Source: an optimization exercise on an open RTL-to-GDS flow (aim: small area). Production flows keep margins and buffers that such runs may drop. Only simulation tests tie the RTL to the original design; equivalence was not proved.

==> flow/design.v <==
`default_nettype none
package grf_pkg;
    localparam int DATA_W    = 32;
    localparam int REG_IDX_W = 5;
    localparam int NUM_REGS  = 1 << REG_IDX_W;
    typedef logic [REG_IDX_W-1:0] reg_idx_t;
    typedef logic [DATA_W-1:0]    word_t;
    localparam reg_idx_t ZERO_REG = 5'd0;
endpackage
`default_nettype wire
`default_nettype none
module grf_aoi222 (
    input  logic i_sa,
    input  logic i_sb,
    input  logic i_sc,
    input  logic i_a,
    input  logic i_b,
    input  logic i_c,
    output logic o_y
);
    assign o_y = ~((i_a & i_sa) | (i_b & i_sb) | (i_c & i_sc));
endmodule
module grf_nand2 (
    input  logic i_sa,
    input  logic i_a,
    output logic o_y
);
    assign o_y = ~(i_a & i_sa);
endmodule
module grf_nand11 (
    input  logic [10:0] i_a,
    output logic        o_y
);
    assign o_y = ~&i_a;
endmodule
module grf_read_port
#(
    parameter int DATA_W   = grf_pkg::DATA_W,
    parameter int NUM_REGS = grf_pkg::NUM_REGS
) (
    input  logic [NUM_REGS-1:1][DATA_W-1:0] i_regs,
    input  grf_pkg::reg_idx_t               i_addr,
    output logic [DATA_W-1:0]               o_data
);
    logic [NUM_REGS-1:1]     w_sel;
    logic [10:0][DATA_W-1:0] w_y;
    always_comb begin
        for (int i = 1; i < NUM_REGS; i++) begin
            w_sel[i] = (i_addr == i);
        end
    end
    genvar k, b;
    generate
        for (b = 0; b < DATA_W; b++) begin : g_bit
            for (k = 0; k < 10; k++) begin : g_tri
                grf_aoi222 u_aoi (
                    .i_sa (w_sel[3*k+1]),
                    .i_sb (w_sel[3*k+2]),
                    .i_sc (w_sel[3*k+3]),
                    .i_a  (i_regs[3*k+1][b]),
                    .i_b  (i_regs[3*k+2][b]),
                    .i_c  (i_regs[3*k+3][b]),
                    .o_y  (w_y[k][b])
                );
            end
            grf_nand2 u_nand_last (
                .i_sa (w_sel[31]),
                .i_a  (i_regs[31][b]),
                .o_y  (w_y[10][b])
            );
            grf_nand11 u_or (
                .i_a ({w_y[10][b], w_y[9][b], w_y[8][b], w_y[7][b],
                       w_y[6][b],  w_y[5][b], w_y[4][b], w_y[3][b],
                       w_y[2][b],  w_y[1][b], w_y[0][b]}),
                .o_y (o_data[b])
            );
        end
    endgenerate
endmodule
`default_nettype wire
`default_nettype none
module grf_wsel (
    input  logic i_load,
    input  logic i_hold,
    input  logic i_wd,
    input  logic i_q,
    output logic o_d
);
    assign o_d = (i_wd & i_load) | (i_q & i_hold);
endmodule
module grf
#(
    parameter int DATA_W   = grf_pkg::DATA_W,
    parameter int ADDR_W   = 32,
    parameter int NUM_REGS = grf_pkg::NUM_REGS
) (
    input  logic              clk,
    input  logic              reset,
    input  logic              writable,
    input  logic [ADDR_W-1:0] read1addr,
    input  logic [ADDR_W-1:0] read2addr,
    input  logic [ADDR_W-1:0] writeAddr,
    input  logic [DATA_W-1:0] writeData,
    output logic [DATA_W-1:0] read1data,
    output logic [DATA_W-1:0] read2data
);
    logic [NUM_REGS-1:1][DATA_W-1:0] r_regs;
    logic [NUM_REGS-1:1][DATA_W-1:0] w_regs_d;
    logic [NUM_REGS-1:1]             w_load;
    logic [NUM_REGS-1:1]             w_hold;
    grf_pkg::reg_idx_t               w_waddr;
    assign w_waddr = writeAddr[grf_pkg::REG_IDX_W-1:0];
    always_comb begin
        for (int i = 1; i < NUM_REGS; i++) begin
            w_load[i] = reset && writable && (w_waddr == i);
            w_hold[i] = reset && !(writable && (w_waddr == i));
        end
    end
    genvar g, b;
    generate
        for (g = 1; g < NUM_REGS; g++) begin : g_word
            for (b = 0; b < DATA_W; b++) begin : g_bit
                grf_wsel u_wsel (
                    .i_load (w_load[g]),
                    .i_hold (w_hold[g]),
                    .i_wd   (writeData[b]),
                    .i_q    (r_regs[g][b]),
                    .o_d    (w_regs_d[g][b])
                );
            end
        end
    endgenerate
    always_ff @(posedge clk) begin
        r_regs <= w_regs_d;
    end
    grf_read_port #(
        .DATA_W   (DATA_W),
        .NUM_REGS (NUM_REGS)
    ) u_rd1 (
        .i_regs  (r_regs),
        .i_addr  (read1addr[grf_pkg::REG_IDX_W-1:0]),
        .o_data  (read1data)
    );
    grf_read_port #(
        .DATA_W   (DATA_W),
        .NUM_REGS (NUM_REGS)
    ) u_rd2 (
        .i_regs  (r_regs),
        .i_addr  (read2addr[grf_pkg::REG_IDX_W-1:0]),
        .o_data  (read2data)
    );
endmodule
`default_nettype wire
export LEC_CHECK = 0
export CAP_MARGIN = 20
export CORE_MARGIN = 2
export CORE_UTILIZATION = 45
export CTS_BUF_LIST = sky130_fd_sc_hd__clkbuf_8
export CTS_CLUSTER_DIAMETER = 100
export CTS_CLUSTER_SIZE = 15
export SETUP_SLACK_MARGIN = 0.1
export SLEW_MARGIN = 20
export SYNTH_HIERARCHICAL = 1
export SYNTH_MINIMUM_KEEP_SIZE = 0
create_clock -name core_clock -period 6.0 [get_ports {clk}]
standard.sh (not shown) runs the stock make flow with config.mk's settings and CLKGATE_MAP_FILE= SYNTH_SCRIPT=/design/flow/synth_recipe.tcl, a recipe that flattens the netlist after the stock synthesis.
==> flow/flow/run.sh <==
#!/bin/bash
set -euo pipefail
bash standard.sh BUFFER_PORTS_ARGS="-buffer_cell sky130_fd_sc_hd__buf_1" finish > flow_make.log 2>&1
Next try:
==> flow/run.sh (new file) <==
#!/bin/bash
# synth_recipe.tcl (not shown) runs the flow's synth.tcl, then flattens the netlist and writes it again
# the make line also repeats each setting of config.mk as NAME=value (left out here)
make -C /OpenROAD-flow-scripts/flow DESIGN_CONFIG=/design/flow/config.mk WORK_HOME=/design/flow/orfs CLKGATE_MAP_FILE= SYNTH_SCRIPT=/design/flow/synth_recipe.tcl finish
Settings changed: CTS_BUF_LIST sky130_fd_sc_hd__clkbuf_8 to unset, CTS_CLUSTER_SIZE 15 to 20.
removed: flow/flow/run.sh
removed: flow/standard.sh
=> The changed run produced a layout that fails on setup timing; clock-buffer cell count shrinks by 22; via count grows slightly; die area stays the same; area after synthesis is unchanged; routed wire length grows by a few percent; worst setup slack loses 480 ps; synthesized cell count stays the same.

---

== v6 ==
Starts from the design.v that is shown in full above.
clock: 6.0 ns
lec_check: 0
cap_margin: 20
core_margin: 2
core_utilization: 45
setup_slack_margin: 0.1
slew_margin: 20
synth_hierarchical: 1
synth_minimum_keep_size: 0
==> flow/flow/run.sh <==
#!/bin/bash
set -euo pipefail
bash standard.sh BUFFER_PORTS_ARGS="-buffer_cell sky130_fd_sc_hd__buf_1" finish > flow_make.log 2>&1
### v6 -> v7
# v6
export LEC_CHECK = 0
export CAP_MARGIN = 20
export CORE_MARGIN = 2
export CORE_UTILIZATION = 45
export SETUP_SLACK_MARGIN = 0.1
export SLEW_MARGIN = 20
export SYNTH_HIERARCHICAL = 1
export SYNTH_MINIMUM_KEEP_SIZE = 0
create_clock -name core_clock -period 6.0 [get_ports {clk}]
# v7
export LEC_CHECK = 0
export CAP_MARGIN = 20
export CORE_MARGIN = 2
export CORE_UTILIZATION = 45
export CTS_CLUSTER_DIAMETER = 100
export CTS_CLUSTER_SIZE = 25
export SETUP_SLACK_MARGIN = 0.1
export SLEW_MARGIN = 20
export SYNTH_HIERARCHICAL = 1
export SYNTH_MINIMUM_KEEP_SIZE = 0
create_clock -name core_clock -period 6.0 [get_ports {clk}]
Notes after the runs:
The run showing the greater count of clock buffers in the final design is v6. v7: routed length on met3 about 0.64% above v6. Looking only at share of cell area taken by multi-input logic gates, and setting everything else aside, the lower value of v6 and v7 goes to v6. v7 against v6: non-clock buffer count barely changed; number of rows created at floorplan barely changed.

[what the ideal ports hide]
No port has a modelled driver above. Below, the same layouts with a new extraction and two added sets of constraints. Step 1 assumes that a clkbuf_16 drives the clock port and a buf_2 every other input. Step 2 also shifts input and output timing later by t, the mid clock arrival at the registers, as if the neighbouring blocks saw the same clock. Slacks: no drivers / after step 1 / after step 2; pairs: no drivers / after step 1.
run	shift t [ns]	setup WS [ns]	latest minus earliest clock arrival (ns)	worst data-port slew with drivers (ns)	pins driven straight from the clock port
the first run of note 1	0.802	0.368 / 0.312 / 0.312	0.029 / 0.029	0.16	1
the second run of note 1	0.762	-0.111 / -0.132 / -0.132	0.049 / 0.049	0.11	1
v6	0.763	0.598 / 0.518 / 0.518	0.038 / 0.038	0.16	1
v7	0.728	0.607 / 0.509 / 0.509	0.050 / 0.050	0.15	1
For v7, which loses most, drivers alone change the setup slack by -0.098 ns; drivers and shift together by -0.098 ns.
